What follows belongs to an exercise in optimizing a design on an open flow for small area; a production flow would make more cautious choices. Only simulation tests tie the RTL to the original design; equivalence was not proved. Power figures rest on the tool's default switching activity, not on a simulated workload.

==> config.mk <==
export PLATFORM = sky130hd
export DESIGN_NAME = sha_mmio_controller
export DESIGN_NICKNAME = sha_mmio_controller
export VERILOG_FILES = /design/flow/design.v
export SDC_FILE = /design/flow/constraint.sdc
export NUM_CORES = 4
export LEC_CHECK = 0
export CAP_MARGIN = 20
export CORE_MARGIN = 2
export CORE_UTILIZATION = 40
export SLEW_MARGIN = 20
==> design.v <==
module sha_mmio_controller #(
   parameter logic [11:0] BASE_ADDR = 12'h030,
   parameter int unsigned DATA_W    = 16,
   parameter int unsigned BLOCK_W   = 512,
   parameter int unsigned HASH_W    = 256
) (
   input  logic                 clk,
   input  logic                 reset_n,
   input  logic [15:0]          address,
   input  logic                 rw,
   input  logic                 strobe,
   input  logic [DATA_W-1:0]    datain,
   output logic [DATA_W-1:0]    dataout,
   input  logic [HASH_W-1:0]    hash,
   input  logic                 done,
   output logic [BLOCK_W-1:0]   block,
   output logic                 start,
   output logic                 core_reset,
   output logic                 irq
);
   localparam int unsigned MAX_WORDS = (BLOCK_W - 64 - DATA_W) / DATA_W;
   localparam int unsigned CNT_W     = $clog2(MAX_WORDS + 1);
   localparam int unsigned HWORDS    = HASH_W / DATA_W;
   localparam int unsigned HIDX_W    = $clog2(HWORDS);
   localparam logic [3:0] OFF_CTRL = 4'd0;
   localparam logic [3:0] OFF_MSG  = 4'd1;
   localparam logic [3:0] OFF_HASH = 4'd2;
   localparam logic [3:0] OFF_PTR  = 4'd3;
   logic                st_idle, st_load, st_fire, st_wait, st_capt;
   logic                nx_idle, nx_load, nx_fire, nx_wait, nx_capt;
   logic [CNT_W-1:0]    count, count_d;
   logic [HIDX_W-1:0]   hidx, hidx_d;
   logic                ovf, ovf_d;
   logic                busy;
   logic                done_flag, done_flag_d;
   logic                done_q;
   logic                dvalid;
   logic [HASH_W-1:0]   digest;
   logic [DATA_W-1:0]   dataout_d;
   logic                hit, rd, wr;
   logic [3:0]          offset;
   logic                soft_rst, go, rise, msg_wr, ptr_wr, hold_blk;
   logic [DATA_W-1:0]   status, hash_word;
   logic [MAX_WORDS:0]  at;           
   logic                buf_keep;
   logic [DATA_W-1:0]   msg_buf [MAX_WORDS];
   assign hit    = strobe && (address[15:4] == BASE_ADDR);
   assign rd     = hit && rw;
   assign wr     = hit && !rw;
   assign offset = address[3:0];
   assign busy     = st_fire | st_wait | st_capt;
   assign irq      = done_flag;
   assign soft_rst = wr && offset == OFF_CTRL && datain == DATA_W'(1);
   assign go       = st_idle && wr && offset == OFF_CTRL && datain == DATA_W'(2) && !ovf;
   assign rise     = st_wait && done && !done_q;
   assign msg_wr   = st_idle && wr && offset == OFF_MSG;
   assign ptr_wr   = st_idle && wr && offset == OFF_PTR;
   assign hold_blk = st_idle | st_fire | st_wait | st_capt;
   always_comb begin
      for (int i = 0; i <= int'(MAX_WORDS); i++) at[i] = (count == CNT_W'(i));
   end
   assign status    = DATA_W'({5'(count), 5'b0, ovf, busy, done_flag});
   assign hash_word = dvalid ? digest[HASH_W-1-DATA_W*int'(hidx) -: DATA_W] : '0;
   assign buf_keep = !at[0];
   always_ff @(posedge clk) begin
      for (int i = 0; i < int'(MAX_WORDS); i++)
         msg_buf[i] <= (msg_buf[i] & {DATA_W{buf_keep}}) |
                       (datain & {DATA_W{msg_wr && at[i]}});
   end
   always_ff @(posedge clk or negedge reset_n) begin
      if (!reset_n) begin
         block <= '0;
      end else begin
         for (int i = 0; i < int'(MAX_WORDS); i++)
            block[BLOCK_W-1-DATA_W*i -: DATA_W] <=
               (block[BLOCK_W-1-DATA_W*i -: DATA_W] & {DATA_W{hold_blk}}) |
               ((msg_buf[i] | {at[i], {(DATA_W-1){1'b0}}}) & {DATA_W{st_load}});
         block[BLOCK_W-1-DATA_W*MAX_WORDS] <=
            (block[BLOCK_W-1-DATA_W*MAX_WORDS] & hold_blk) | (at[MAX_WORDS] & st_load);
         block[8:4] <= (block[8:4] & {5{hold_blk}}) | (count & {5{st_load}});
      end
   end
   always_ff @(posedge clk) begin
      digest <= (digest & {HASH_W{st_idle | st_load | st_fire | st_wait}}) | (hash & {HASH_W{st_capt}});
   end
   always_ff @(posedge clk or negedge reset_n) begin
      if (!reset_n) begin
         st_idle    <= 1'b1;
         st_load    <= 1'b0;
         st_fire    <= 1'b0;
         st_wait    <= 1'b0;
         st_capt    <= 1'b0;
         count      <= '0;
         hidx       <= '0;
         ovf        <= 1'b0;
         done_flag  <= 1'b0;
         done_q     <= 1'b0;
         dvalid     <= 1'b0;
         dataout    <= '0;
         start      <= 1'b0;
         core_reset <= 1'b0;
      end else begin
         st_idle    <= nx_idle;
         st_load    <= nx_load;
         st_fire    <= nx_fire;
         st_wait    <= nx_wait;
         st_capt    <= nx_capt;
         count      <= count_d;
         hidx       <= hidx_d;
         ovf        <= ovf_d;
         done_flag  <= done_flag_d;
         done_q     <= done;
         dvalid     <= dvalid | st_capt;
         dataout    <= dataout_d;
         start      <= st_fire && !soft_rst;
         core_reset <= soft_rst;
      end
   end
   always_comb begin
      nx_idle = soft_rst || (st_idle && !go) || st_capt;
      nx_load = !soft_rst && go;
      nx_fire = !soft_rst && st_load;
      nx_wait = !soft_rst && (st_fire || (st_wait && !rise));
      nx_capt = !soft_rst && rise;
      dataout_d = dataout;
      hidx_d    = hidx;
      if (rd) begin
         case (offset)
            OFF_CTRL: dataout_d = status;
            OFF_HASH: begin
               if (busy) begin
                  dataout_d = '0;
               end else begin
                  dataout_d = hash_word;
                  hidx_d    = hidx + HIDX_W'(1);
               end
            end
            default:  dataout_d = '0;
         endcase
      end
      if (soft_rst || st_capt || ptr_wr) hidx_d = '0;
      count_d = count;
      ovf_d   = ovf;
      if (msg_wr) begin
         if (at[MAX_WORDS]) ovf_d = 1'b1;
         else               count_d = count + CNT_W'(1);
      end
      if (soft_rst || ptr_wr) begin
         count_d = '0;
         ovf_d   = 1'b0;
      end
      done_flag_d = done_flag;
      if (msg_wr) done_flag_d = 1'b0;
      if (st_capt) done_flag_d = 1'b1;
      if (soft_rst) done_flag_d = 1'b0;
   end
endmodule
==> run.sh <==
#!/bin/bash
# synth_recipe.tcl (not shown) runs the flow's synth.tcl, then flattens the netlist and writes it again
# the make line also repeats each setting of config.mk as NAME=value (left out here)
make -C /OpenROAD-flow-scripts/flow DESIGN_CONFIG=/design/flow/config.mk WORK_HOME=/design/flow/orfs CLKGATE_MAP_FILE= SYNTH_SCRIPT=/design/flow/synth_recipe.tcl finish
==> constraint.sdc <==
create_clock -name core_clock -period 10.0 [get_ports {clk}]
set_input_delay 2.0000 -clock core_clock [delete_from_list [all_inputs] [get_ports {clk}]]
set_output_delay 2.0000 -clock core_clock [all_outputs]
set_load 0.01 [all_outputs]
==> results of run 1 <==
==> worst min path at each step <==
stage                                start                     end  slack, ns
floorplan           msg_buf[0][15]$_DFF_P_  msg_buf[0][15]$_DFF_P_       0.41
global placement    msg_buf[0][15]$_DFF_P_  msg_buf[0][15]$_DFF_P_       0.42
detailed placement  msg_buf[0][15]$_DFF_P_  msg_buf[0][15]$_DFF_P_       0.42
CTS                 msg_buf[0][15]$_DFF_P_  msg_buf[0][15]$_DFF_P_       0.44
global route         msg_buf[0][7]$_DFF_P_   msg_buf[0][7]$_DFF_P_       0.46
finish               msg_buf[0][5]$_DFF_P_   msg_buf[0][5]$_DFF_P_       0.44
==> sequential cells by signal (all words and copies together) (netlist names) <==
register    flops
count           5
digest        256
dataout        16
st_fire         1
msg_buf       432
done_q          1
start           1
st_load         1
dvalid          1
hidx            4
core_reset      1
st_capt         1
ovf             1
block         438
done_flag       1
st_wait         1
st_idle         1
==> final cells by class <==
class	count	area [sq um]	share of cell area, %
clock inverters	49	683	1.29
well taps	1368	1710	3.22
flip-flops and latches	1162	25600	48.3
inverters	8	30.0	0.0565
clock buffers	173	3460	6.52
multi-input cells	1675	13700	25.8
repair buffers	794	7830	14.7
diodes	17	42.5	0.0801
==> layer usage <==
| layer | track usage (%) | part of all wire (%) |
|---|---|---|
| met5 | 0 | 0.14 |
| met4 | 8.77 | 2.8 |
| met3 | 6.44 | 7.5 |
| met2 | 42.1 | 47 |
| met1 | 35.3 | 42 |
==> where the power goes <==
| group | switching, mW | internal [mW] |
|---|---|---|
| combinational | 0.377 | 0.131 |
| clock | 1.92 | 2.77 |
| sequential | 0.00174 | 4.66 |
==> tightest hold or removal path, cell delays in order, from the launching register on <==
cell	delay [ns]
dfxtp_1	0.31
nand2_1	0.05
nand2_1	0.04
==> kinds of logic (layout without fill, tap and decap cells) <==
family / count (synthesis) / count (layout) / share of synthesized area, %
AOI/OAI and AO/OA: 1204 / 1204 / 25.0
DFF: 1162 / 1162 / 62.5
buffers and inverters: 407 / 1024 / 4.90
and+or+nand+nor: 316 / 316 / 4.16
muxes: 68 / 68 / 3.16
adders and majority gates: 7 / 7 / 0.213
xor gates and xnor gates: 6 / 6 / 0.128
other: 1 / 91 / 0.00914
==> synthesized netlist by cell type, types with 7 or more instances <==
cell type,number,area (sq um)
a22oi_1,7,52.6
a221oi_1,9,78.8
nor2_1,59,221
mux4_2,48,1080
nor4_1,9,56.3
o21ai_0,42,210
buf_1,16,60.1
dfrtp_1,473,11800
mux2_2,14,158
buf_6,18,203
a211oi_1,14,105
clkbuf_1,253,950
ha_1,7,87.6
nand2_1,143,537
buf_4,77,578
nor3_1,16,80.1
nand3_1,25,125
inv_1,8,30.0
a21oi_1,27,135
a22o_1,1084,9490
dfxtp_1,688,13800
nor3_4,25,407
buf_2,33,165
==> run summary, run 1 <==
* CP Class: reg2reg
* Port bufs at 749
* Reg-to-reg endpoint: msg_buf[7][9]$_DFF_P_
* Critical path startpoint: count[0]$_DFFE_PN0P_
* Clock Path Buffers at 3
* Hold Path Cell Cnt at 2
* # IOs at roughly 800
* Yosys cell types at 61
* Capturing element type of the critical path: register
* FF+latch count, synth at 1162
* Crit-path cells: inv_1, ha_1, nand2_1, or2_4, buf_4, buf_12, a22o_1
* Worst path required time at roughly 11 ns
* Max Fclk at 219 MHz
* Synth-to-layout area growth at 29.4%
* Share of layout cells above drive strength 1 at under 10%
* Final Critical Period at around 4.6 ns
* Worst slew margin at roughly a quarter
* Final core occ at between 50% and 60%
* Final wirelength at roughly 140000 microns
* Crit path depth at 7
* Post-CTS Repair Setup Buffers at 0
* Pin slew with the least headroom to its limit at between 1 and 1.5 ns
* Final worst path period share at 45.6%
* DR WL/cell at around 27 microns
* Die X at approximately 320 microns
* Final Cell Area at between 50000 and 60000 sq um
* Area post-placement at between 40000 and 50000 sq um
* # setup viols final at 0
* Worst ir drop on vdd at around 0.00014 V
* Final setup margin at between 5 and 6 ns
* GRT Util Overall at between 20% and 30%
* Post-route DRC at 0
* Vias in the first global route at between 20000 and 30000
* Hold Crit Class: reg2reg
* Post-synthesis async set-or-reset flop share at roughly two fifths
* Max_cap viols at 0
* Worst path top cell family by delay: buffers and inverters
* H-tree lvl count at 3
* Worst slack at placement at 4.85 ns
* CTS tree: done
* Total leakage power at between 20 and 25 nW
* Post-synthesis sequential area ratio at around 62%
* Initial antenna violation count at 32
* Initial Utilization at 40.3%
* Num CTS Buffers at about 120
* GR Overflow Total at 0
* Antenna-violating nets left at 0
* Most frequent cells in the layout: a22o_1, clkdlybuf4s50_1, dfxtp_1, dfrtp_1, nand2_1
* Syn avg cell area at 12.9 sq um
* Element type at the critical path start: register
* Vias at about 30000
* Post-cts gate resize count at 0
* Number of flops mapped to enable cells by yosys at 0
* Die footprint at roughly 110000 sq um
* RSZ-0062 raised after global routing: false
* CP endpoint: msg_buf[7][9]$_DFF_P_
* Reg2Reg Setup Slack at roughly 5.4 ns
* Total clock sinks at around 1200
* Crit-path max FO at between 150 and 200
* Insertion delay to the later sink of the worst-skew pair at roughly 0.7 ns
* Synth Instances at around 3200
* Placed Instances at roughly 5000
* Status: timing/DRC/antenna clean
* Post-DP HPWL at just over 90000 microns
* Final std cells w/o fill at 5246
* WP buf/inv at 3
* Syn. warnings at 2
* Final Hold Fails at 0
* Via density at ~5.7
* Nets at 4059
* Routability cong. at roughly 0.85
* Num rows at roughly 120
* Most common cell after layout, fill and taps aside: a22o_1
* Final Power at 9.85 mW
* Clock transition at the registers of the reported paths at 0.06 ns
* Critical path arrival at roughly 5.2 ns
* CTS Root Cell: clkbuf_16
* First-pass GRT wire length at between 200000 and 250000 microns
* Clock Skew at between 0.02 and 0.03 ns
* Slew Viols, Final at 0
* Synth Cell Area at a little over 40000 sq um
* Initial DRC Count at 2716
* CP max stage cell: buf_4
* Worst path max stage delay at 0.87 ns
* Ys flop type: dfxtp_1
* R2R cell count at 7
* TritonRoute pass-1 iters at 5
* Power Density at 185 nW/um^2
* Die Y at approximately 320 microns
* Setup TNS at 0 ns
* Worst r2r src: count[0]$_DFFE_PN0P_
* Worst Hold Slack at approximately 0.44 ns
* Hold-fix buffers at CTS at 0
* Largest net degree at the start of global routing at ~210
* Core area at ~100000 sq um
* Fillcell total at about 8700
==> inputs of run 2 (changes only) <==
==> flow/run.sh (new file) <==
#!/bin/bash
# Standard ORFS layout with two area-oriented changes:
#  - ports are buffered with the smallest buffer (buf_1) instead of the default pick;
#  - CTS uses small clock buffers and no dummy loads.
set -euo pipefail
export BUFFER_PORTS_ARGS="-buffer_cell sky130_fd_sc_hd__buf_1"
export CTS_ARGS="-sink_clustering_enable -repair_clock_nets -dont_use_dummy_load -buf_list {sky130_fd_sc_hd__clkbuf_4 sky130_fd_sc_hd__clkbuf_8}"
bash standard.sh > standard.log 2>&1
==> standard.sh (new file) <==
#!/bin/bash
# synth_recipe.tcl (not shown) runs the flow's synth.tcl, then flattens the netlist and writes it again
# the make line also repeats each setting of config.mk as NAME=value (left out here)
make -C /OpenROAD-flow-scripts/flow DESIGN_CONFIG=/design/flow/config.mk WORK_HOME=/design/flow/orfs CLKGATE_MAP_FILE= SYNTH_SCRIPT=/design/flow/synth_recipe.tcl "${@:-finish}"
removed: run.sh
==> run 2 against run 1 <==
Largest power group is now sequential cells; highest routed layer unchanged; via count down 0.47%; area after synthesis stayed put; largest cell class unchanged; clock skew grew 0.075 ns; maximum frequency rose by 10%; critical path depth increased by 1; die area did not move; critical path type unchanged; total power is 15% lower; still clean on timing, DRC and antenna; global-route usage fell by 0.92 points.
==> run summary, run 2 <==
* Status: timing/DRC/antenna clean
* Total clock sinks at between 1000 and 1500
* CP Class: reg2reg
* Final worst path period share at about two fifths
* GR Overflow Total at 0
* Synth Cell Area at a little over 40000 sq um
* Total leakage power at 20.0 nW
* CTS tree: done
* Max reg flops at between 400 and 500
* Final std cells w/o fill at ~5200
* Element type at the critical path start: register
* Crit-path cells: inv_1, ha_2, buf_4, mux2_2, a221oi_1, nor3_1, a211oi_1, o21ai_0
* Max_cap viols at 0
* Count leader, synth: a22o_1
* Crit-path max FO at 46
* Final wirelength at 138000 microns
* Largest area contributor in the netlist: dfxtp_1
* Largest family of logic cells by synthesized area: compound AO/OA/AOI/OAI gates
* Share of layout cells above drive strength 1 at under 10%
* Post-CTS Repair Setup Buffers at 0
* Synth top area share at 33.6%
* Power Density at 179 nW/um^2
* Die footprint at 105000 sq um
* Nets at approximately 4100
* Number of flops mapped to enable cells by yosys at 0
* Worst path max stage delay at just over 0.8 ns
* Worst Hold Slack at 0.421 ns
* Slew Viols, Final at 0
* GRT Util Overall at around 26%
* RSZ-0062 raised after global routing: false
* CTS Root Cell: clkbuf_8
* Via density at roughly 5.7
* Post-DP HPWL at around 86000 microns
* Pin slew with the least headroom to its limit at ~1.2 ns
* Clock Path Buffers at 3
* Critical path arrival at 4.82 ns
* Die Y at approximately 320 microns
* Final Power at 8.42 mW
* Setup TNS at 0 ns
* Largest cells by area after synthesis: dfxtp_1, dfrtp_1, a22o_1, mux4_2, clkbuf_1
* Hold Crit Class: reg2reg
* Mux contribution to synthesized area at between 3 and 4%
* Core area at just over 100000 sq um
* Worst ir drop on vdd at 0.000109 V
* Xor and xnor fraction of the mapped netlist area at 0.128%
* FF+latch count, synth at approximately 1200
* Port bufs at 749
* Yosys cell types at just over 60
* Placed Instances at around 5000
* DR WL/cell at 26.5 microns
* Worst path required time at around 11 ns
* # IOs at 824
* Clock transition at the registers of the reported paths at 0.06 ns
* Max Fclk at between 200 and 250 MHz
* Final Hold Fails at 0
* # setup viols final at 0
* Worst slew margin at around a fifth
* Post-cts gate resize count at 0
* CP max stage cell: ha_2
* Synth-to-layout area growth at 14.4%
* Synth Instances at about 3200
* Final setup margin at a little under 6 ns
* Hold-fix buffers at CTS at 0
* Worst slack at placement at around 5 ns
* Most common cell after layout, fill and taps aside: a22o_1
* Top reg by flops: block
* Most frequent cells in the layout: a22o_1, buf_1, dfxtp_1, dfrtp_1, clkbuf_8
* Ys flop type: dfxtp_1
* Most frequent cells after synthesis: a22o_1, dfxtp_1, dfrtp_1
* Compound-Gate Fraction of Synth Area at ~25%
* Initial antenna violation count at 22
* Antenna-violating nets left at 0
* Initial DRC Count at around 2800
* Num rows at ~120
* Post-synthesis sequential area ratio at between 60 and 70%
* H-tree lvl count at 4
* Area post-placement at between 40000 and 50000 sq um
* Capturing element type of the critical path: register
* Routability cong. at roughly 0.86
* Post-Synth Adder-Cell Area at less than 1%
* Insertion delay to the later sink of the worst-skew pair at ~0.9 ns
* Final core occ at a little under half
* TritonRoute pass-1 iters at 5
* Top flop regs: block: 438 flops, msg_buf: 432 flops, digest: 256 flops
* Fillcell total at approximately 9400
* Initial Utilization at 40.3%
* Final Critical Period at ~4.1 ns
* Vias at approximately 30000
* Syn. warnings at 2
* Post-route DRC at 0
* Syn avg cell area at approximately 13 sq um
* Die X at ~320 microns
* Vias in the first global route at roughly 29000
* Clock Skew at 0.104 ns
* Num CTS Buffers at ~190
* Final Cell Area at about 47000 sq um
* Synth Area in Simple Gates at under 10%
* First-pass GRT wire length at 203000 microns
* Largest net degree at the start of global routing at 220
* Post-synthesis async set-or-reset flop share at 40.8%
-- run 2: cell counts after synthesis --
Identical to the previous run, type by type.
-- run 2: cells by family (layout without fill, tap and decap cells) --
kind of cell | after synthesis | after routing
other cells | 1 | 87
simple gates | 316 | 316
fa+ha+maj | 7 | 7
compound gates | 1204 | 1204
mux | 68 | 68
buf+inv | 407 | 988
flops | 1162 | 1162
xor+xnor | 6 | 6
-- run 2: final cells by class --
class	count	area (sq um)	share of cell area, %
antenna	13	32.5	0.0693
clock buffer	185	2550	5.42
inverter	8	30.0	0.0640
multi-input combinational	1675	13700	29.2
sequential	1162	25600	54.6
tap	1368	1710	3.65
timing repair buffer	795	3260	6.94
-- run 2: critical path: cells and delay by family (launching register included) --
kind | cells | cell delay [ns]
and+or+nand+nor | 1 | 0.10
AOI/OAI and AO/OA | 3 | 0.83
buffers and inverters | 2 | 0.96
DFF | 1 | 0.75
muxes | 1 | 0.50
adders and majority gates | 1 | 0.83
-- run 2: path summary, 6_finish.rpt --
check / from / end / slack (ns) / cells past startpoint
worst min-delay path: msg_buf[17][9]$_DFF_P_ / block[233]$_DFF_PN0_ / 0.42 / 1
max in group asynchronous: reset_n / st_capt$_DFF_PN0_ / 6.67 / 3
worst max register to register: hidx[0]$_DFFE_PN0P_ / dataout[14]$_DFFE_PN0P_ / 5.86 / 8
worst min register to register: msg_buf[17][9]$_DFF_P_ / block[233]$_DFF_PN0_ / 0.42 / 1
min in group asynchronous: reset_n / block[483]$_DFF_PN0_ / 1.21 / 1
worst max-delay path: hidx[0]$_DFFE_PN0P_ / dataout[14]$_DFFE_PN0P_ / 5.86 / 8
-- run 2: routing by layer --
| metal | part of all wire, % | vias up | GRT usage (%) |
|---|---|---|---|
| met4 | 2.9 | 16 | 8.85 |
| met3 | 7.9 | 245 | 6.11 |
| met5 | 0.066 | - | 0 |
| li1 | - | 13200 | - |
| met2 | 46 | 1290 | 39.1 |
| met1 | 43 | 15200 | 35.3 |
-- run 2: where the power goes --
part | internal (mW) | total [mW] | switching (mW)
Combinational | 0.0646 | 0.443 | 0.378
Clock | 1.62 | 3.31 | 1.69
Sequential | 4.66 | 4.67 | 0.00172
==> inputs of run 3 (changes only) <==
==> flow/run.sh (replaced) <==
#!/bin/bash
# Standard ORFS layout (the standard.sh) with two area-oriented changes:
#  - ports are buffered with the smallest buffer (buf_1) instead of the default pick;
#  - CTS uses small clock buffers (clkbuf_4) in clusters of up to 10 sinks, no dummy loads.
# make's full output goes to standard.log; ORFS keeps each step's log under orfs/logs/.
set -euo pipefail
export BUFFER_PORTS_ARGS="-buffer_cell sky130_fd_sc_hd__buf_1"
export CTS_ARGS="-sink_clustering_enable -repair_clock_nets -dont_use_dummy_load -buf_list {sky130_fd_sc_hd__clkbuf_4} -sink_clustering_size 10 -sink_clustering_max_diameter 50"
bash standard.sh > standard.log 2>&1
--- a/config.mk
+++ b/config.mk
@@ -7,5 +7,5 @@
 export LEC_CHECK = 0
 export CAP_MARGIN = 20
 export CORE_MARGIN = 2
-export CORE_UTILIZATION = 40
+export CORE_UTILIZATION = 60
 export SLEW_MARGIN = 20
==> run 3 against run 2 <==
Global-route usage grew 12 points; critical path type is now in2reg; critical endpoint is now msg_buf[15][14]$_DFF_P_; highest routed layer unchanged; setup slack improved by 0.14 ns; total power decreased by 15%.
==> run summary, run 3 <==
* FF+latch count, synth at between 1000 and 1500
* Most common cell after layout, fill and taps aside: a22o_1
* Worst slack at placement at a little over 5 ns
* Largest cells by area after synthesis: dfxtp_1, dfrtp_1, a22o_1, mux4_2, clkbuf_1
* Worst path max stage delay at around 0.78 ns
* Final std cells w/o fill at 4673
* Share of layout cells above drive strength 1 at under 10%
* Num rows at 95
* Post-synthesis async set-or-reset flop share at 40.8%
* # IOs at approximately 800
* Hold wc startpoint: msg_buf[0][11]$_DFF_P_
* Hold Path Cell Cnt at 2
* Hold-fix buffers at CTS at 0
* Post-DP HPWL at ~86000 microns
* Routability cong. at approximately 0.9
* Gr busiest metal: met2
* Hold Crit Class: reg2reg
* Reg-to-reg endpoint: digest[168]$_DFF_P_
* Hold endpoint: msg_buf[0][11]$_DFF_P_
* Element type at the critical path start: input pin
* Clock transition at the registers of the reported paths at about 0.10 ns
* Pin slew with the least headroom to its limit at ~1.3 ns
* Count leader, synth: a22o_1
* Met3 Resource Use GR at a little over 10%
* Final setup margin at 6.00 ns
* GRT Util Overall at 37.3%
* Nets at 4071
* Worst Hold Slack at around 0.45 ns
* Synth Instances at 3171
* RSZ-0062 raised after global routing: false
* Port bufs at about 750
* Max reg flops at roughly 440
* GR Overflow Total at 0
* CTS Root Cell: clkbuf_4
* Area post-placement at approximately 44000 sq um
* Largest net degree at the start of global routing at about 250
* Worst ir drop on vdd at between 0.0001 and 0.00015 V
* Worst path required time at between 10 and 15 ns
* Post-route DRC at 0
* First-pass GRT wire length at between 150000 and 200000 microns
* Top flop regs: block: 438 flops, msg_buf: 432 flops, digest: 256 flops
* Placed Instances at between 4000 and 5000
* Max Fclk at 250 MHz
* CP Class: in2reg
* Ys flop type: dfxtp_1
* Met1 Track Usage GR at 49.7%
* Num CTS Buffers at between 100 and 150
* Final Hold Fails at 0
* Synth Cell Area at 41000 sq um
* TritonRoute pass-1 iters at 6
* H-tree lvl count at 4
* Number of flops mapped to enable cells by yosys at 0
* Slew Viols, Final at 0
* DR WL/cell at between 20 and 30 microns
* Setup TNS at 0 ns
* Final core occ at 66.5%
* Status: timing/DRC/antenna clean
* Die Y at ~270 microns
* Via density at roughly 6.6
* Post-cts gate resize count at 0
* Final Critical Period at 4.00 ns
* Vias at between 30000 and 40000
* Syn avg cell area at about 13 sq um
* Worst slew margin at 15.9%
* Die X at 266 microns
* Initial antenna violation count at 39
* Final Power at a little over 7 mW
* Vias in the first global route at 29700
* Core area at between 60000 and 70000 sq um
* Initial Utilization at 60.9%
* Yosys cell types at 61
* Initial DRC Count at approximately 3200
* Reg2Reg Setup Slack at around 6.0 ns
* Synth-to-layout area growth at 9.17%
* Critical path arrival at around 5 ns
* Synth top area share at 33.6%
* Syn. warnings at 2
* Clock Skew at ~0.096 ns
* Most frequent cells after synthesis: a22o_1, dfxtp_1, dfrtp_1
* Insertion delay to the later sink of the worst-skew pair at 1.04 ns
* Final worst path period share at 40.0%
* Total leakage power at between 15 and 20 nW
* Crit-path max FO at 19
* Crit-path cells: buf_1, nor4_1, nand4_1, nor2_2, and2_1, a22o_1
* Antenna-violating nets left at 0
* Total clock sinks at between 1000 and 1500
* CP max stage cell: nor2_2
* Worst r2r src: st_load$_DFF_PN0_
* Top reg by flops: block
* Clock Path Buffers at 3
* Largest area contributor in the netlist: dfxtp_1
* CTS tree: done
* # setup viols final at 0
* Final wirelength at approximately 130000 microns
* Max_cap viols at 0
* Final Cell Area at roughly 45000 sq um
* Met2 usage at a little under three fifths
* Post-synthesis sequential area ratio at a little over three fifths
* Most frequent cells in the layout: a22o_1, buf_1, dfxtp_1, dfrtp_1, nand2_1
* Power Density at ~160 nW/um^2
* Post-CTS Repair Setup Buffers at 0
* Die footprint at around 71000 sq um
* R2R cell count at 4
* Capturing element type of the critical path: register
==> run 3: cell counts after synthesis <==
No cell type changed its count.
==> run 3: worst max-delay path, delay by kind of cell <==
family	cells	cell delay (ns)
AOI/OAI and AO/OA	1	0.22
buffers and inverters	1	0.07
and+or+nand+nor	4	2.63
==> run 3: how the worst max path moves through the flow <==
stage,to,depth (start not counted),slack [ns],start
finish,msg_buf[15][14]$_DFF_P_,6,6.00,address[5]
global route,digest[136]$_DFF_P_,4,5.77,st_load$_DFF_PN0_
CTS,digest[137]$_DFF_P_,4,6.02,st_load$_DFF_PN0_
detailed placement,msg_buf[8][14]$_DFF_P_,6,5.04,address[5]
global placement,msg_buf[8][8]$_DFF_P_,6,5.06,address[5]
floorplan,msg_buf[21][10]$_DFF_P_,8,6.26,address[11]
==> run 3: area by class of cell <==
type                    instances  area (sq um)
diodes                         31          77.6
clock buffers                 136          1020
fillers                      5308         22600
inverters                       8          30.0
multi-input cells            1675         13700
flip-flops and latches       1162         25600
well taps                     873          1090
repair buffers                788          3210
==> run 3: cell families (layout without fill, tap and decap cells) <==
family                     after synthesis  in the layout  share of synthesized area, %
AOI/OAI and AO/OA                     1204           1204                          25.0
DFF                                   1162           1162                          62.5
buffers and inverters                  407            932                          4.90
and+or+nand+nor                        316            316                          4.16
muxes                                   68             68                          3.16
adders and majority gates                7              7                         0.213
xor gates and xnor gates                 6              6                         0.128
other                                    1            105                       0.00914
==> run 3: per-layer routing <==
layer	part of all wire, %	routed length, microns
met2	46	62200
met5	0.11	152
met4	4.5	6060
met1	39	52300
met3	9.9	13300
==> run 3: where the power goes <==
part,internal (mW),switching [mW]
Clock,0.629,1.45
Combinational,0.0611,0.369
Sequential,4.66,0.00193
==> inputs of run 4 (changes only) <==
--- a/config.mk
+++ b/config.mk
@@ -7,5 +7,5 @@
 export LEC_CHECK = 0
 export CAP_MARGIN = 20
 export CORE_MARGIN = 2
-export CORE_UTILIZATION = 60
+export CORE_UTILIZATION = 40
 export SLEW_MARGIN = 20
==> run 4 against run 3 <==
Non-clock buffer count is 7 higher; combinational power grew 3%; flip-flop and latch count unchanged; first-iteration DRC count down 11%; register-to-register slack worse by 0.07 ns; die area up 49%; sequential power barely moved; cell count grew 11%; critical endpoint is now dataout[14]$_DFFE_PN0P_; largest cell class unchanged.
==> run summary, run 4 <==
* Hold Path Cell Cnt at 1
* Hold endpoint: block[398]$_DFF_PN0_
* Most frequent cells after synthesis: a22o_1, dfxtp_1, dfrtp_1
* CP Class: reg2reg
* Num rows at 117
* Reg-to-reg endpoint: dataout[14]$_DFFE_PN0P_
* Worst path max stage delay at approximately 0.81 ns
* Most common cell after layout, fill and taps aside: a22o_1
* Core area at about 100000 sq um
* Clock transition at the registers of the reported paths at 0.11 ns
* Port bufs at 749
* Total clock sinks at 1162
* Post-synthesis async set-or-reset flop share at roughly 41%
* Share of layout cells above drive strength 1 at 8.32%
* Element type at the critical path start: register
* Synth Instances at approximately 3200
* Initial Utilization at 40.3%
* Hold Crit Class: reg2reg
* Capturing element type of the critical path: register
* Via density at ~5.7
* GRT Util Overall at approximately a quarter
* Largest net degree at the start of global routing at 220
* Worst path required time at 10.94 ns
* Die X at 324 microns
* Final setup margin at 5.94 ns
* Largest area contributor in the netlist: dfxtp_1
* # IOs at 824
* Hold-fix buffers at CTS at 0
* Top flop regs: block: 438 flops, msg_buf: 432 flops, digest: 256 flops
* Number of flops mapped to enable cells by yosys at 0
* GR Overflow Total at 0
* Max Fclk at 246 MHz
* Final Hold Fails at 0
* WP buf/inv at 2
* Post-CTS Repair Setup Buffers at 0
* FF+latch count, synth at 1162
* Post-DP HPWL at 86100 microns
* Vias in the first global route at between 20000 and 30000
* CTS Root Cell: clkbuf_4
* Most frequent cells in the layout: a22o_1, buf_1, dfxtp_1, dfrtp_1, clkbuf_4
* Antenna-violating nets left at 0
* TritonRoute pass-1 iters at 5
* Die footprint at around 110000 sq um
* Final Critical Period at 4.06 ns
* Setup TNS at 0 ns
* CP max stage cell: ha_2
* Initial antenna violation count at 27
* R2R cell count at 8
* Synth-to-layout area growth at 10.9%
* Slew Viols, Final at 0
* CTS tree: done
* Die Y at 324 microns
* Routability cong. at 0.863
* Final Cell Area at between 40000 and 50000 sq um
* Ys flop type: dfxtp_1
* Synth Cell Area at approximately 40000 sq um
* Clock Path Buffers at 3
* Num CTS Buffers at around 150
* Top reg by flops: block
* Post-synthesis sequential area ratio at 62.5%
* Power Density at roughly 160 nW/um^2
* Syn. warnings at 2
* Nets at roughly 4000
* Count leader, synth: a22o_1
* Total leakage power at 19.3 nW
* Clock Skew at 0.136 ns
* Crit-path cells: inv_1, ha_2, buf_4, mux2_2, a221oi_1, nor3_1, a211oi_1, o21ai_0
* # setup viols final at 0
* Synth top area share at 33.6%
* Hold wc startpoint: msg_buf[7][14]$_DFF_P_
* Final worst path period share at 40.6%
* Largest cells by area after synthesis: dfxtp_1, dfrtp_1, a22o_1, mux4_2, clkbuf_1
* First-pass GRT wire length at between 200000 and 250000 microns
* Pin slew with the least headroom to its limit at about 1.2 ns
* Worst ir drop on vdd at between 0.00008 and 0.00009 V
* Crit-path max FO at 46
* Critical path startpoint: hidx[0]$_DFFE_PN0P_
* Worst path top cell family by delay: buffers and inverters
* Worst r2r src: hidx[0]$_DFFE_PN0P_
* Post-route DRC at 0
* Reg2Reg Setup Slack at ~5.9 ns
* Status: timing/DRC/antenna clean
* Max_cap viols at 0
* Post-cts gate resize count at 0
* Max reg flops at ~440
* DR WL/cell at between 20 and 30 microns
* Worst slew margin at approximately 22%
* Insertion delay to the later sink of the worst-skew pair at 1.09 ns
* Worst slack at placement at 5.10 ns
* Vias at a little under 30000
* Syn avg cell area at about 13 sq um
* H-tree lvl count at 4
* Initial DRC Count at approximately 2800
* RSZ-0062 raised after global routing: false
* Area post-placement at around 44000 sq um
* Final wirelength at about 140000 microns
* Critical path arrival at about 5 ns
* Yosys cell types at between 60 and 70
==> run 4: layout make-up <==
| cell class | count | area, sq um |
|---|---|---|
| inverters | 8 | 30.0 |
| clock buffers | 145 | 1090 |
| repair buffers | 795 | 3260 |
| flip-flops and latches | 1162 | 25600 |
| diodes | 23 | 57.6 |
| fillers | 9570 | 56200 |
| multi-input cells | 1675 | 13700 |
| well taps | 1368 | 1710 |
==> run 4: metrics by stage <==
stage | hold slack, ns | std cells | utilization [%] | power [mW]
6_report | 0.378 | 5176 | 44.7 | 7.28
5_1_grt | 0.412 | 5175 | 44.7 | 7.57
4_1_cts | 0.398 | 5152 | 44.6 | 7.35
3_5_place_dp | 0.426 | 5007 | 43.6 | 5.19
3_3_place_gp | 0.417 | 5007 | 43.6 | 5.20
2_1_floorplan | 0.410 | 3244 | - | 5.01
==> run 4: worst max path at each step <==
stage	to	slack [ns]	depth (start not counted)
global route	block[271]$_DFF_PN0_	5.71	5
global placement	msg_buf[7][12]$_DFF_P_	5.17	6
detailed placement	msg_buf[7][11]$_DFF_P_	5.10	6
finish	dataout[14]$_DFFE_PN0P_	5.94	8
floorplan	msg_buf[21][10]$_DFF_P_	6.26	8
CTS	dataout[14]$_DFFE_PN0P_	5.91	8
==> run 4: routing by layer <==
layer	GRT usage [%]	wire, microns	up-vias
met4	8.36	3430	16
li1	-	-	13100
met5	0	109	-
met1	35.8	60400	15100
met2	38.7	63600	1217
met3	5.47	9360	204
==> run 4: kinds of logic after synthesis <==
group,count (synthesis),share of synthesized area [%]
simple gates,316,4.16
flops,1162,62.5
mux,68,3.16
other cells,1,0.00914
xor+xnor,6,0.128
compound gates,1204,25.0
buf+inv,407,4.90
fa+ha+maj,7,0.213
==> run 4: power breakdown <==
group / switching, mW / leakage [nW] / internal [mW]
clock: 1.51 / 0.667 / 0.667
combinational: 0.378 / 6.52 / 0.0646
sequential: 0.00184 / 12.1 / 4.66
total: 1.89 / 19.3 / 5.39
==> inputs of run 5 (changes only) <==
--- a/design.v
+++ b/design.v
@@ -39,7 +39,7 @@
    logic [DATA_W-1:0]   dataout_d;
    logic                hit, rd, wr;
    logic [3:0]          offset;
-   logic                soft_rst, go, rise, msg_wr, ptr_wr, hold_blk;
+   logic                rd_hash, soft_rst, go, rise, msg_wr, ptr_wr, hold_blk;
    logic [DATA_W-1:0]   status, hash_word;
    logic [MAX_WORDS:0]  at;           
    logic                buf_keep;
@@ -60,7 +60,13 @@
       for (int i = 0; i <= int'(MAX_WORDS); i++) at[i] = (count == CNT_W'(i));
    end
    assign status    = DATA_W'({5'(count), 5'b0, ovf, busy, done_flag});
-   assign hash_word = dvalid ? digest[HASH_W-1-DATA_W*int'(hidx) -: DATA_W] : '0;
+   assign rd_hash = rd && offset == OFF_HASH && !busy;
+   always_comb begin
+      hash_word = '0;
+      for (int k = 0; k < int'(HWORDS); k++)
+         hash_word = hash_word |
+            (digest[HASH_W-1-DATA_W*k -: DATA_W] & {DATA_W{rd_hash && dvalid && hidx == HIDX_W'(k)}});
+   end
    assign buf_keep = !at[0];
    always_ff @(posedge clk) begin
       for (int i = 0; i < int'(MAX_WORDS); i++)
@@ -122,22 +128,9 @@
       nx_fire = !soft_rst && st_load;
       nx_wait = !soft_rst && (st_fire || (st_wait && !rise));
       nx_capt = !soft_rst && rise;
-      dataout_d = dataout;
-      hidx_d    = hidx;
-      if (rd) begin
-         case (offset)
-            OFF_CTRL: dataout_d = status;
-            OFF_HASH: begin
-               if (busy) begin
-                  dataout_d = '0;
-               end else begin
-                  dataout_d = hash_word;
-                  hidx_d    = hidx + HIDX_W'(1);
-               end
-            end
-            default:  dataout_d = '0;
-         endcase
-      end
+      dataout_d = (dataout & {DATA_W{!rd}}) |
+                  (status & {DATA_W{rd && offset == OFF_CTRL}}) | hash_word;
+      hidx_d    = rd_hash ? hidx + HIDX_W'(1) : hidx;
       if (soft_rst || st_capt || ptr_wr) hidx_d = '0;
       count_d = count;
       ovf_d   = ovf;
==> run 5 against run 4 <==
The layout now fails its checks (slew limit); area after synthesis is 1.5% lower; flip-flop and latch count stayed put; hold slack better by 0.045 ns; count of clock-buffer cells in the layout is 2 higher; die area is 1.5% lower; sequential share of layout area is 0.57 points higher; design area is 1.0% lower; clock skew is 0.030 ns lower; global-route usage is 2.3 points higher; via count is 6.2% higher; wire length is 8.1% higher; setup slack worse by 0.29 ns; largest power group unchanged.
==> run summary, run 5 <==
* # setup viols final at 0
* Post-synthesis sequential area ratio at 63.4%
* Die Y at approximately 320 microns
* # IOs at 824
* Max Fclk at 229 MHz
* Yosys cell types at between 70 and 80
* Max reg flops at ~440
* Via density at approximately 5.8
* FF+latch count, synth at ~1200
* Die X at around 320 microns
* Status: complete, but fails checks
* TritonRoute pass-1 iters at 8
* Post-route DRC at 0
* Vias at around 32000
* Share of layout cells above drive strength 1 at under 10%
* DR WL/cell at 27.3 microns
* GR Overflow Total at 0
* Clock Skew at between 0.1 and 0.15 ns
* Syn. warnings at 2
* Worst path required time at ~11 ns
* Final setup margin at between 5 and 6 ns
* Worst slack at placement at 4.89 ns
* Post-cts gate resize count at 0
* Port bufs at roughly 750
* Synth-to-layout area growth at 11.5%
* Most common cell after layout, fill and taps aside: a22o_1
* Die footprint at ~100000 sq um
* Top reg by flops: block
* Power Density at roughly 160 nW/um^2
* Top flop regs: block: 438 flops, msg_buf: 432 flops, digest: 256 flops
* Insertion delay to the later sink of the worst-skew pair at 1.06 ns
* Count leader, synth: a22o_1
* Largest area contributor in the netlist: dfxtp_1
* Element type at the critical path start: register
* R2R cell count at 6
* Post-synthesis async set-or-reset flop share at 40.8%
* Initial Utilization at approximately two fifths
* Synth top area share at around 34%
* Initial DRC Count at between 3000 and 4000
* Antenna-violating nets left at 0
* CTS Root Cell: clkbuf_4
* Core area at between 100000 and 150000 sq um
* Most frequent cells after synthesis: a22o_1, dfxtp_1, dfrtp_1
* Post-DP HPWL at 96800 microns
* Max_cap viols at 0
* Fillcell total at roughly 9500
* Clock transition at the registers of the reported paths at around 0.11 ns
* Crit-path max FO at ~80
* Num rows at 116
* Synth Cell Area at 40400 sq um
* Pin slew with the least headroom to its limit at 1.52 ns
* Worst ir drop on vdd at approximately 0.000094 V
* Initial antenna violation count at 31
* Most frequent cells in the layout: a22o_1, buf_1, dfxtp_1, dfrtp_1, nand2_1
* Final Critical Period at 4.36 ns
* Nets at around 4400
* Largest cells by area after synthesis: dfxtp_1, dfrtp_1, a22o_1, o21ai_0, nand2_1
* Syn avg cell area at approximately 12 sq um
* Final Hold Fails at 0
* Worst slew margin at -1.24%
* H-tree lvl count at 4
* RSZ-0062 raised after global routing: false
* Post-CTS Repair Setup Buffers at 0
* Final worst path period share at 43.6%
* Capturing element type of the critical path: register
* Number of flops mapped to enable cells by yosys at 0
* Clock Path Buffers at 3
* Hold Path Cell Cnt at 1
* GRT Util Overall at 27.7%
* Total leakage power at between 20 and 25 nW
* Critical path arrival at 5.36 ns
* Final core occ at about 45%
* Vias in the first global route at approximately 30000
* Num CTS Buffers at about 150
* Ys flop type: dfxtp_1
* Failing Checks: slew limit
* Largest net degree at the start of global routing at approximately 230
* Routability cong. at roughly 0.96
* Setup TNS at 0 ns
* Total clock sinks at between 1000 and 1500
* Slew Viols, Final at between 40 and 50
* Synth Instances at approximately 3500
* Final wirelength at ~150000 microns
* First-pass GRT wire length at approximately 210000 microns
* CP Class: reg2reg
* CTS tree: done
* Hold Crit Class: reg2reg
* Hold-fix buffers at CTS at 0
-- run 5: cell type report --
type                            instances  area [sq um]  share of cell area (%)
Antenna cell                           23          57.6                   0.128
Sequential cell                      1162         25600                    56.9
Clock buffer                          147          1100                    2.45
Multi-Input combinational cell       1977         13300                    29.6
Tap cell                             1298          1620                    3.61
Timing Repair Buffer                  796          3250                    7.21
Inverter                                7          26.3                  0.0583
-- run 5: per-stage QoR --
stage               instance area [sq um]  std cells  power [mW]  hold slack, ns
CTS                                 45000       5387        7.26           0.430
finish                              45000       5410        7.20           0.424
global placement                    43900       5239        5.11           0.427
detailed placement                  43900       5240        5.10           0.436
floorplan                           40700       3531        4.94           0.416
global route                        45000       5408        7.47           0.449
-- run 5: metal layers --
metal | vias to the layer above | track usage (%) | part of all wire (%)
met5 | - | 0 | 0.078
met2 | 1558 | 41.9 | 45
met1 | 15700 | 37.9 | 42
met3 | 304 | 6.64 | 8.3
li1 | 13900 | - | -
met4 | 18 | 11.8 | 4.1
-- run 5: where the power goes --
part           total (mW)  switching, mW  leakage [nW]  internal (mW)
sequential           4.66        0.00262          12.1           4.66
clock                2.19           1.52         0.676          0.677
combinational       0.346          0.294          7.56         0.0528
-- run 5: critical path: stages, from the launching register on --
cell      delay (ns)
dfrtp_4         0.80
nor3_1          0.89
nand4b_1        0.87
nor3_1          1.03
and3_1          0.43
a222oi_1        0.16
nand3_1         0.12
-- run 5: path summary, 6_finish.rpt --
kind,start,endpoint,slack [ns]
hold / removal,msg_buf[18][0]$_DFF_P_,block[208]$_DFF_PN0_,0.42
setup / recovery,st_capt$_DFF_PN0_,dataout[6]$_DFF_PN0_,5.64
setup reg to reg,st_capt$_DFF_PN0_,dataout[6]$_DFF_PN0_,5.64
max in group asynchronous,reset_n,block[195]$_DFF_PN0_,7.28
hold reg to reg,msg_buf[18][0]$_DFF_P_,block[208]$_DFF_PN0_,0.42
min in group asynchronous,reset_n,block[425]$_DFF_PN0_,1.01
-- run 5: logic make-up after synthesis --
kind of cell             Yosys count  synth area share, %
XOR/XNOR                           5                0.108
flip-flops                      1162                 63.4
multiplexers                      23                0.604
AND/OR/NAND/NOR                  564                 6.23
buffers and inverters            392                 4.39
other                              1              0.00928
AO/OA/AOI/OAI                   1302                 24.9
adder cells (fa/ha/maj)            9                0.279
==> inputs of run 6 (changes only) <==
--- a/design.v
+++ b/design.v
@@ -40,7 +40,9 @@
    logic                hit, rd, wr;
    logic [3:0]          offset;
    logic                rd_hash, soft_rst, go, rise, msg_wr, ptr_wr, hold_blk;
-   logic [DATA_W-1:0]   status, hash_word;
+   logic [DATA_W-1:0]   status;
+   logic [HWORDS-1:0]   hsel;
+   logic                rd_stat;
    logic [MAX_WORDS:0]  at;           
    logic                buf_keep;
    logic [DATA_W-1:0]   msg_buf [MAX_WORDS];
@@ -62,10 +64,41 @@
    assign status    = DATA_W'({5'(count), 5'b0, ovf, busy, done_flag});
    assign rd_hash = rd && offset == OFF_HASH && !busy;
    always_comb begin
-      hash_word = '0;
-      for (int k = 0; k < int'(HWORDS); k++)
-         hash_word = hash_word |
-            (digest[HASH_W-1-DATA_W*k -: DATA_W] & {DATA_W{rd_hash && dvalid && hidx == HIDX_W'(k)}});
+      for (int k = 0; k < int'(HWORDS); k++) hsel[k] = rd_hash && dvalid && hidx == HIDX_W'(k);
+   end
+   assign rd_stat = rd && offset == OFF_CTRL;
+   for (genvar b = 0; b < int'(DATA_W); b++) begin : g_rd
+      localparam bit HAS_ST = (b <= 2) || (b >= 8 && b <= 12);
+      localparam int NP = int'(HWORDS) + 1 + (HAS_ST ? 1 : 0);
+      localparam int NG = (NP + 2) / 3;
+      logic [3*NG-1:0] pa, pb;
+      logic [NG-1:0]   y;
+      always_comb begin
+         pa = '0;
+         pb = '0;
+         for (int k = 0; k < int'(HWORDS); k++) begin
+            pa[k] = hsel[k];
+            pb[k] = digest[HASH_W-1-DATA_W*k-(DATA_W-1-b)];
+         end
+         pa[HWORDS] = !rd;
+         pb[HWORDS] = dataout[b];
+         if (HAS_ST) begin
+            pa[HWORDS+1] = rd_stat;
+            pb[HWORDS+1] = status[b];
+         end
+      end
+      for (genvar g = 0; g < NG; g++) begin : g_grp
+         if (3*g + 2 < NP) begin : g3
+            sha_aoi222 u_aoi (.a1(pa[3*g]), .b1(pb[3*g]), .a2(pa[3*g+1]), .b2(pb[3*g+1]),
+                              .a3(pa[3*g+2]), .b3(pb[3*g+2]), .y(y[g]));
+         end else begin : g2
+            logic x;
+            sha_ao22 u_ao (.a1(pa[3*g]), .b1(pb[3*g]), .a2(pa[3*g+1]), .b2(pb[3*g+1]),
+                           .x(x));
+            assign y[g] = !x;
+         end
+      end
+      assign dataout_d[b] = !(&y);
    end
    assign buf_keep = !at[0];
    always_ff @(posedge clk) begin
@@ -128,8 +161,6 @@
       nx_fire = !soft_rst && st_load;
       nx_wait = !soft_rst && (st_fire || (st_wait && !rise));
       nx_capt = !soft_rst && rise;
-      dataout_d = (dataout & {DATA_W{!rd}}) |
-                  (status & {DATA_W{rd && offset == OFF_CTRL}}) | hash_word;
       hidx_d    = rd_hash ? hidx + HIDX_W'(1) : hidx;
       if (soft_rst || st_capt || ptr_wr) hidx_d = '0;
       count_d = count;
@@ -148,3 +179,15 @@
       if (soft_rst) done_flag_d = 1'b0;
    end
 endmodule
+module sha_aoi222 (
+   input  logic a1, b1, a2, b2, a3, b3,
+   output logic y
+);
+   assign y = !((a1 & b1) | (a2 & b2) | (a3 & b3));
+endmodule
+module sha_ao22 (
+   input  logic a1, b1, a2, b2,
+   output logic x
+);
+   assign x = (a1 & b1) | (a2 & b2);
+endmodule
--- a/flow/run.sh
+++ b/flow/run.sh
@@ -5,5 +5,6 @@
 # make's full output goes to standard.log; ORFS keeps each step's log under orfs/logs/.
 set -euo pipefail
 export BUFFER_PORTS_ARGS="-buffer_cell sky130_fd_sc_hd__buf_1"
+export SKIP_REPAIR_TIE_FANOUT=1
 export CTS_ARGS="-sink_clustering_enable -repair_clock_nets -dont_use_dummy_load -buf_list {sky130_fd_sc_hd__clkbuf_4} -sink_clustering_size 10 -sink_clustering_max_diameter 50"
 bash standard.sh > standard.log 2>&1
--- a/config.mk
+++ b/config.mk
@@ -9,3 +9,5 @@
 export CORE_MARGIN = 2
 export CORE_UTILIZATION = 40
 export SLEW_MARGIN = 20
+export SYNTH_HIERARCHICAL = 1
+export SYNTH_MINIMUM_KEEP_SIZE = 0
==> run 6 against run 5 <==
The run now finishes clean; register-to-register slack worse by 0.18 ns; hold slack worse by 0.050 ns; total power up 0.99%; clock power about the same; global-route usage up 1.1 points; clock skew up 0.032 ns; non-clock buffer count up 10; maximum frequency down 8.3%.
==> run summary, run 6 <==
* Max_cap viols at 0
* Power Density at around 160 nW/um^2
* Die footprint at 102000 sq um
* Core area at between 90000 and 100000 sq um
* Worst path max stage delay at 0.79 ns
* Syn. warnings at 8
* Most common cell after layout, fill and taps aside: a22o_1
* FF+latch count, synth at 1162
* RSZ-0062 raised after global routing: false
* Hold Crit Class: reg2reg
* GR Overflow Total at 0
* Setup TNS at 0 ns
* # IOs at ~820
* Status: timing/DRC/antenna clean
* Top reg by flops: block
* Crit-path most repeated cell: nand3_1
* Largest net degree at the start of global routing at ~190
* Hold-fix buffers at CTS at 0
* Most frequent cells after synthesis: a22o_1, dfxtp_1, dfrtp_1
* Post-route DRC at 0
* Clock Skew at approximately 0.14 ns
* Routability cong. at ~0.92
* Die Y at around 320 microns
* H-tree lvl count at 4
* Final wirelength at about 150000 microns
* Via density at approximately 5.9
* Num CTS Buffers at ~140
* Critical path arrival at approximately 5.7 ns
* Port bufs at about 750
* Ys flop type: dfxtp_1
* Max Fclk at ~210 MHz
* Worst path required time at 10.93 ns
* Syn avg cell area at between 10 and 15 sq um
* Final core occ at 44.9%
* Crit-path cells: clkbuf_2, buf_4, inv_1, nor4b_1, nor2b_1, nand3_1, nor2_2, a222oi_1, and4b_1, nand3_1
* Final Hold Fails at 0
* Share of layout cells above drive strength 1 at 6.05%
* Total leakage power at about 18 nW
* Element type at the critical path start: input pin
* CTS tree: done
* Max reg flops at ~440
* Number of flops mapped to enable cells by yosys at 0
* Num rows at 115
* Placed Instances at between 5000 and 6000
* Clock Path Buffers at 3
* Post-synthesis async set-or-reset flop share at a little over 40%
* CP Class: in2reg
* Post-cts gate resize count at 0
* Crit-path max FO at 19
* Count leader, synth: a22o_1
* Vias at about 31000
* Largest area contributor in the netlist: dfxtp_1
* Post-DP HPWL at between 100000 and 150000 microns
* Final Critical Period at about 4.8 ns
* CP max stage cell: nor2_2
* Pin slew with the least headroom to its limit at roughly 1.3 ns
* Synth-to-layout area growth at 11.3%
* Initial antenna violation count at 14
* WP buf/inv at 3
* Top flop regs: block: 438 flops, msg_buf: 432 flops, digest: 256 flops
* Initial DRC Count at 3431
* Die X at approximately 320 microns
* Post-synthesis sequential area ratio at ~65%
* CTS Root Cell: clkbuf_4
* Clock transition at the registers of the reported paths at between 0.1 and 0.15 ns
* First-pass GRT wire length at roughly 210000 microns
* Worst path top cell family by delay: simple AND/OR/NAND/NOR gates
* Slew Viols, Final at 0
* Initial Utilization at 40.4%
* Final std cells w/o fill at 5173
* GRT Util Overall at 28.7%
* Synth Cell Area at about 40000 sq um
* TritonRoute pass-1 iters at 9
* Antenna-violating nets left at 0
* DR WL/cell at approximately 29 microns
* Yosys cell types at 50
* Largest cells by area after synthesis: dfxtp_1, dfrtp_1, a22o_1, o21ai_0, nand2_1
* Final Power at between 7 and 8 mW
* # setup viols final at 0
* Vias in the first global route at 28800
* Synth Instances at around 3300
* Nets at between 4000 and 5000
* Post-CTS Repair Setup Buffers at 0
* Synth top area share at 34.7%
* Total clock sinks at between 1000 and 1500
* Most frequent cells in the layout: a22o_1, buf_1, dfxtp_1, dfrtp_1, nand2_1
* Final Cell Area at 44200 sq um
* Area post-placement at around 43000 sq um
* Capturing element type of the critical path: register
* Worst slew margin at 13.7%
* Insertion delay to the later sink of the worst-skew pair at 1.10 ns
* Worst ir drop on vdd at approximately 0.000094 V
* Final worst path period share at 47.5%
run 6: cell count changes after synthesis, sizes merged, moves of 9 or more:
cell	previous run	this run
nand2	402	345
a22o	836	848
mux2i	12	2
a22oi	48	0
and3	17	3
a31oi	9	0
and4b	3	12
a21oi	18	8
a221oi	17	0
o21ai	310	289
mux2	11	0
a222oi	18	88
clkbuf	292	255
run 6: report_power, final:
part / switching, mW / leakage, nW / internal, mW
Combinational: 0.381 / 5.12 / 0.0675
Sequential: 0.00242 / 12.1 / 4.66
Clock: 1.50 / 0.663 / 0.663
run 6: per-stage QoR:
stage	setup WS, ns	hold slack, ns
after floorplan	5.38	0.419
after detailed placement	4.37	0.437
after global placement	3.97	0.428
final	5.25	0.373
after CTS	5.55	0.387
after global routing	5.14	0.398
run 6: worst paths after layout:
path	slack [ns]	cells past startpoint	end	from
worst max-delay path	5.25	10	dataout[3]$_DFF_PN0_	address[1]
min in group asynchronous	0.81	1	block[488]$_DFF_PN0_	reset_n
max in group asynchronous	7.11	3	block[508]$_DFF_PN0_	reset_n
worst min-delay path	0.37	1	block[430]$_DFF_PN0_	msg_buf[5][14]$_DFF_P_
worst max register to register	5.46	8	dataout[3]$_DFF_PN0_	st_capt$_DFF_PN0_
worst min register to register	0.37	1	block[430]$_DFF_PN0_	msg_buf[5][14]$_DFF_P_
run 6: cell families (layout without fill, tap and decap cells):
family | Yosys count | in the layout | synth area share (%)
XOR/XNOR | 3 | 3 | 0.0661
other | 1 | 3 | 0.00944
multiplexers | 2 | 2 | 0.0504
AND/OR/NAND/NOR | 499 | 499 | 5.84
adder cells (fa/ha/maj) | 9 | 9 | 0.283
flip-flops | 1162 | 1162 | 64.5
buffers and inverters | 359 | 958 | 4.22
AO/OA/AOI/OAI | 1250 | 1250 | 25.0
run 6: per-module statistics from Yosys (local to each module, per instance):
module | flip-flops and latches | cells
sha_ao22 | 0 | 1
sha_aoi222 | 0 | 1
sha_mmio_controller | 1162 | 3189
run 6: layer usage:
metal,track usage (%),up-vias,share of wire [%]
met2,44.8,1519,46
li1,-,13400,-
met5,0,-,0.035
met1,39.3,15300,42
met4,10.5,8,3.6
met3,6.44,251,7.8
run 6: cell type report:
cell class | count | area (sq um)
Clock buffer | 144 | 1080
Sequential cell | 1162 | 25600
Inverter | 8 | 30.0
Antenna cell | 2 | 5.00
Timing Repair Buffer | 806 | 3350
Multi-Input combinational cell | 1764 | 12500
Tap cell | 1287 | 1610
Fill cell | 9205 | 54200
==> inputs of run 7 (changes only) <==
--- a/flow/run.sh
+++ b/flow/run.sh
@@ -5,6 +5,5 @@
 # make's full output goes to standard.log; ORFS keeps each step's log under orfs/logs/.
 set -euo pipefail
 export BUFFER_PORTS_ARGS="-buffer_cell sky130_fd_sc_hd__buf_1"
-export SKIP_REPAIR_TIE_FANOUT=1
 export CTS_ARGS="-sink_clustering_enable -repair_clock_nets -dont_use_dummy_load -buf_list {sky130_fd_sc_hd__clkbuf_4} -sink_clustering_size 10 -sink_clustering_max_diameter 50"
 bash standard.sh > standard.log 2>&1
==> run 7 against run 6 <==
Still clean on timing, DRC and antenna; flip-flop and latch count unchanged; setup slack got worse by 0.17 ns; sequential share of layout area fell by 0.36 points; design area increased by 0.63%; combinational power fell by 2%; maximum frequency decreased by 3.4%; clock power is essentially flat; critical path depth did not move; total power is 0.24% higher; sequential power is essentially flat; core utilization is 0.28 points higher; critical path type unchanged; critical endpoint is now dataout[0]$_DFF_PN0_; highest routed layer unchanged.
==> run summary, run 7 <==
* Status: timing/DRC/antenna clean
* Max reg flops at ~440
* Ys flop type: dfxtp_1
* Pin slew with the least headroom to its limit at about 1.1 ns
* Largest cells by area after synthesis: dfxtp_1, dfrtp_1, a22o_1, o21ai_0, nand2_1
* Top flop regs: block: 438 flops, msg_buf: 432 flops, digest: 256 flops
* Clock Skew at approximately 0.13 ns
* Element type at the critical path start: input pin
* Total leakage power at between 15 and 20 nW
* Reg-to-reg endpoint: dataout[0]$_DFF_PN0_
* GRT Util Overall at 27.5%
* TritonRoute pass-1 iters at 8
* Routability cong. at about 0.87
* Setup TNS at 0 ns
* H-tree lvl count at 4
* Antenna-violating nets left at 0
* Most common cell after layout, fill and taps aside: a22o_1
* # IOs at between 800 and 900
* RSZ-0062 raised after global routing: false
* Via density at about 5.8
* Mux contribution to synthesized area at less than 1%
* Hold wc startpoint: msg_buf[7][13]$_DFF_P_
* Synth Instances at between 3000 and 4000
* Total clock sinks at approximately 1200
* GR Overflow Total at 0
* Num rows at between 100 and 150
* Final Cell Area at 44500 sq um
* Reg2Reg Setup Slack at 5.37 ns
* Num CTS Buffers at between 100 and 150
* CP Class: in2reg
* Post-CTS Repair Setup Buffers at 0
* Clock Path Buffers at 3
* Max_cap viols at 0
* Most frequent cells after synthesis: a22o_1, dfxtp_1, dfrtp_1
* Synth Area in Simple Gates at around 6%
* Worst path required time at 10.98 ns
* Xor and xnor fraction of the mapped netlist area at 0.0661%
* Insertion delay to the later sink of the worst-skew pair at approximately 1.1 ns
* Post-DP HPWL at between 90000 and 100000 microns
* R2R cell count at 8
* Synth Cell Area at roughly 40000 sq um
* Yosys cell types at 50
* Die footprint at roughly 100000 sq um
* Slew Viols, Final at 0
* Count leader, synth: a22o_1
* Largest net degree at the start of global routing at 220
* FF+latch count, synth at approximately 1200
* Initial antenna violation count at 14
* Top reg by flops: block
* Largest family of logic cells by synthesized area: compound AO/OA/AOI/OAI gates
* # setup viols final at 0
* Number of flops mapped to enable cells by yosys at 0
* Crit-path cells: clkbuf_2, buf_4, inv_1, nor4b_1, nor2b_1, nand3_1, nor2_1, a222oi_1, and4_1, nand3_1
* Worst ir drop on vdd at 0.0000824 V
* Syn avg cell area at 12.1 sq um
* Clock transition at the registers of the reported paths at ~0.11 ns
* DR WL/cell at ~27 microns
* Most frequent cells in the layout: a22o_1, buf_1, dfxtp_1, dfrtp_1, nand2_1
* Worst slew margin at approximately a quarter
* Crit-path max FO at 19
* Syn. warnings at 8
* Fillcell total at ~9400
* Hold-fix buffers at CTS at 0
* Hold Crit Class: reg2reg
* Core area at 98400 sq um
* Synth top area share at 34.7%
* Post-synthesis async set-or-reset flop share at 40.8%
* Share of layout cells above drive strength 1 at roughly 6%
* Final Critical Period at roughly 5 ns
* Final worst path period share at between 40% and 50%
* CTS tree: done
* Final Hold Fails at 0
* Worst path max stage delay at 0.90 ns
* Vias in the first global route at 28700
* Die Y at roughly 320 microns
* Synth-to-layout area growth at 12.0%
* Nets at 4258
* CP max stage cell: nor2_1
* Hold Path Cell Cnt at 1
* Vias at a little over 30000
* Post-route DRC at 0
* Crit-path most repeated cell: nand3_1
* Die X at between 300 and 400 microns
* First-pass GRT wire length at 207000 microns
* Largest area contributor in the netlist: dfxtp_1
* Max Fclk at just over 200 MHz
* Post-Synth Adder-Cell Area at 0.283%
* Hold endpoint: block[397]$_DFF_PN0_
* Post-cts gate resize count at 0
* CTS Root Cell: clkbuf_4
* Initial Utilization at 40.4%
* Initial DRC Count at 3717
* Final wirelength at between 100000 and 150000 microns
* Post-synthesis sequential area ratio at 64.5%
* Worst Hold Slack at roughly 0.4 ns
* Capturing element type of the critical path: register
* Worst path top cell family by delay: simple AND/OR/NAND/NOR gates
* Worst r2r src: st_capt$_DFF_PN0_
* Port bufs at ~750
* Area post-placement at between 40000 and 50000 sq um
* WP buf/inv at 3
* Power Density at between 150 and 200 nW/um^2
* Compound-Gate Fraction of Synth Area at 25.0%
* Critical path arrival at between 5 and 6 ns
## run 7: worst register-to-register path, delay by kind of cell (launching register included)
kind	cells	cell delay [ns]
AO/OA/AOI/OAI	1	0.34
flip-flops	1	0.84
AND/OR/NAND/NOR	7	3.40
## run 7: cell type report
class                           instances  area (sq um)  share of cell area (%)
Antenna cell                           13          32.5                  0.0731
Clock buffer                          147          1100                    2.48
Inverter                                8          30.0                  0.0675
Multi-Input combinational cell       1837         12800                    28.8
Sequential cell                      1162         25600                    57.6
Tap cell                             1287          1610                    3.62
Timing Repair Buffer                  800          3270                    7.35
## run 7: per-module statistics from Yosys, one instance, submodules excluded
module               flops+latches  cell area, sq um  copies in the design
sha_ao22                         0              8.76                     8
sha_aoi222                       0              10.0                    88
sha_mmio_controller           1162             38800                     1
## run 7: per-stage QoR
step	cells	utilization [%]	power, mW	setup slack, ns
CTS	5241	45.2	7.36	5.22
global route	5251	45.2	7.58	4.93
finish	5254	45.2	7.29	5.08
detailed placement	5094	44.0	5.20	4.02
floorplan	3358	-	5.00	5.38
global placement	5093	44.0	5.20	4.14
## run 7: power breakdown
part	internal (mW)	switching [mW]	total, mW
clock network	0.677	1.51	2.19
registers	4.66	0.00230	4.66
logic	0.0623	0.377	0.439
## run 7: how the worst max path moves through the flow
stage               start                     to  slack, ns  cells past startpoint
2_1_floorplan  address[5]   dataout[0]$_DFF_PN0_       5.38                      8
5_1_grt        address[1]   dataout[4]$_DFF_PN0_       4.93                     10
6_report       address[1]   dataout[0]$_DFF_PN0_       5.08                     10
4_1_cts        address[1]   dataout[0]$_DFF_PN0_       5.22                     10
3_3_place_gp   address[1]   dataout[3]$_DFF_PN0_       4.14                      9
3_5_place_dp   address[1]  dataout[14]$_DFF_PN0_       4.02                     10
## run 7: cells by family after synthesis
family	Yosys count
AOI/OAI and AO/OA	1250
DFF	1162
and+or+nand+nor	499
buffers and inverters	359
adders and majority gates	9
xor gates and xnor gates	3
muxes	2
other	1
## run 7: metal layers
layer	global-route usage, %	vias up	share of wire, %
met5	0	-	0.018
met4	10.3	4	3.4
met3	6.24	222	7.4
met2	43.3	1372	47
met1	36.8	15200	42
li1	-	13500	-
==> inputs of run 8 (changes only) <==
--- a/config.mk
+++ b/config.mk
@@ -8,6 +8,6 @@
 export CAP_MARGIN = 20
 export CORE_MARGIN = 2
 export CORE_UTILIZATION = 40
-export SLEW_MARGIN = 20
+export SLEW_MARGIN = 30
 export SYNTH_HIERARCHICAL = 1
 export SYNTH_MINIMUM_KEEP_SIZE = 0
==> run 8 against run 7 <==
Sequential power is essentially flat; core utilization is 0.15 points higher; area after synthesis did not move; hold slack better by 0.013 ns; largest power group unchanged; flip-flop and latch count unchanged; still clean on timing, DRC and antenna; highest routed layer unchanged.
==> run summary, run 8 <==
* Final Critical Period at approximately 4.7 ns
* Status: timing/DRC/antenna clean
* Worst Hold Slack at roughly 0.42 ns
* Top flop regs: block: 438 flops, msg_buf: 432 flops, digest: 256 flops
* Via density at approximately 5.8
* Largest area contributor in the netlist: dfxtp_1
* GRT Util Overall at between 20% and 30%
* Max_cap viols at 0
* Post-CTS Repair Setup Buffers at 0
* Reg2Reg Setup Slack at approximately 6 ns
* Initial antenna violation count at 12
* Number of flops mapped to enable cells by yosys at 0
* Num CTS Buffers at ~150
* GR Overflow Total at 0
* Final Hold Fails at 0
* CTS tree: done
* Synth Instances at 3285
* Clock Skew at between 0.1 and 0.15 ns
* Slew Viols, Final at 0
* Hold-fix buffers at CTS at 0
* Most common cell after layout, fill and taps aside: a22o_1
* Die Y at ~320 microns
* Initial DRC Count at 3448
* Final Power at approximately 7.3 mW
* Clock Path Buffers at 3
* Clock transition at the registers of the reported paths at 0.11 ns
* # setup viols final at 0
* Most frequent cells in the layout: a22o_1, buf_1, dfxtp_1, dfrtp_1, nand2_1
* H-tree lvl count at 4
* Core area at around 100000 sq um
* Element type at the critical path start: input pin
* Nets at between 4000 and 5000
* Crit-path max FO at 19
* Critical path startpoint: address[1]
* Yosys cell types at 50
* Synth Cell Area at between 30000 and 40000 sq um
* Post-DP HPWL at between 90000 and 100000 microns
* Total leakage power at around 18 nW
* Syn avg cell area at 12.1 sq um
* Hold Crit Class: reg2reg
* # IOs at between 800 and 900
* Vias in the first global route at about 29000
* Synth-to-layout area growth at 12.3%
* CP max stage cell: nor2_2
* FF+latch count, synth at around 1200
* Post-cts gate resize count at 0
* Reg-to-reg endpoint: dataout[15]$_DFF_PN0_
* Most frequent cells after synthesis: a22o_1, dfxtp_1, dfrtp_1
* Worst ir drop on vdd at between 0.00008 and 0.00009 V
* Die footprint at between 100000 and 150000 sq um
* Routability cong. at about 0.87
* Fillcell total at 9315
* Placed Instances at 5094
* DR WL/cell at between 20 and 30 microns
* Worst path required time at 10.93 ns
* Worst path max stage delay at slightly above 0.7 ns
* Count leader, synth: a22o_1
* TritonRoute pass-1 iters at 8
* Synth top area share at about a third
* Post-synthesis async set-or-reset flop share at between 40% and 50%
* Largest net degree at the start of global routing at 220
* CP Class: in2reg
* Die X at 319 microns
* Capturing element type of the critical path: register
* Worst r2r src: st_capt$_DFF_PN0_
* Port bufs at ~750
* CP endpoint: dataout[15]$_DFF_PN0_
* Largest cells by area after synthesis: dfxtp_1, dfrtp_1, a22o_1, o21ai_0, nand2_1
* Ys flop type: dfxtp_1
* Power Density at 164 nW/um^2
* Share of layout cells above drive strength 1 at between 6 and 7%
## run 8: cell families after synthesis
logic type / synth area share, %
compound gates: 25.0
buf+inv: 4.22
simple gates: 5.84
fa+ha+maj: 0.283
mux: 0.0504
xor+xnor: 0.0661
other cells: 0.00944
flops: 64.5
## run 8: cell type report
class                           instances  area [sq um]  area share [%]
Sequential cell                      1162         25600            57.5
Multi-Input combinational cell       1837         12800            28.7
Timing Repair Buffer                  807          3430            7.69
Tap cell                             1287          1610            3.61
Clock buffer                          146          1100            2.46
Inverter                                8          30.0          0.0673
Antenna cell                            5          12.5          0.0280
## run 8: per-stage QoR
step | instance area (sq um) | setup WS [ns] | utilization [%]
3_5_place_dp | 43400 | 4.02 | 44.1
4_1_cts | 44500 | 5.20 | 45.2
6_report | 44600 | 5.34 | 45.3
2_1_floorplan | 40000 | 5.38 | -
3_3_place_gp | 43300 | 4.14 | 44.0
5_1_grt | 44600 | 5.14 | 45.3
## run 8: where the power goes
group	switching [mW]	internal, mW
sequential	0.00248	4.66
combinational	0.379	0.0728
clock	1.52	0.672
## run 8: worst min path at each step
stage	end	startpoint	slack, ns	cells past startpoint
floorplan	msg_buf[17][15]$_DFF_P_	msg_buf[17][15]$_DFF_P_	0.42	2
global placement	msg_buf[10][15]$_DFF_P_	msg_buf[10][15]$_DFF_P_	0.43	2
detailed placement	msg_buf[18][15]$_DFF_P_	msg_buf[18][15]$_DFF_P_	0.44	2
CTS	block[413]$_DFF_PN0_	msg_buf[6][13]$_DFF_P_	0.42	1
global route	block[413]$_DFF_PN0_	msg_buf[6][13]$_DFF_P_	0.43	1
finish	block[413]$_DFF_PN0_	msg_buf[6][13]$_DFF_P_	0.42	1
## run 8: metal layers
layer / track usage [%] / part of all wire (%)
met5: 0 / 0.018
met3: 6.49 / 7.8
met1: 36.6 / 42
met2: 42.6 / 46
met4: 11.4 / 3.9
## run 8: worst max-delay path, delay by kind of cell
family,cells,cell delay [ns]
AND/OR/NAND/NOR,6,2.55
buffers and inverters,3,0.75
AO/OA/AOI/OAI,1,0.26
## run 8: per-module statistics from Yosys (local to each module, per instance)
module | flops+latches | area, sq um
sha_aoi222 | 0 | 10.0
sha_ao22 | 0 | 8.76
sha_mmio_controller | 1162 | 38800
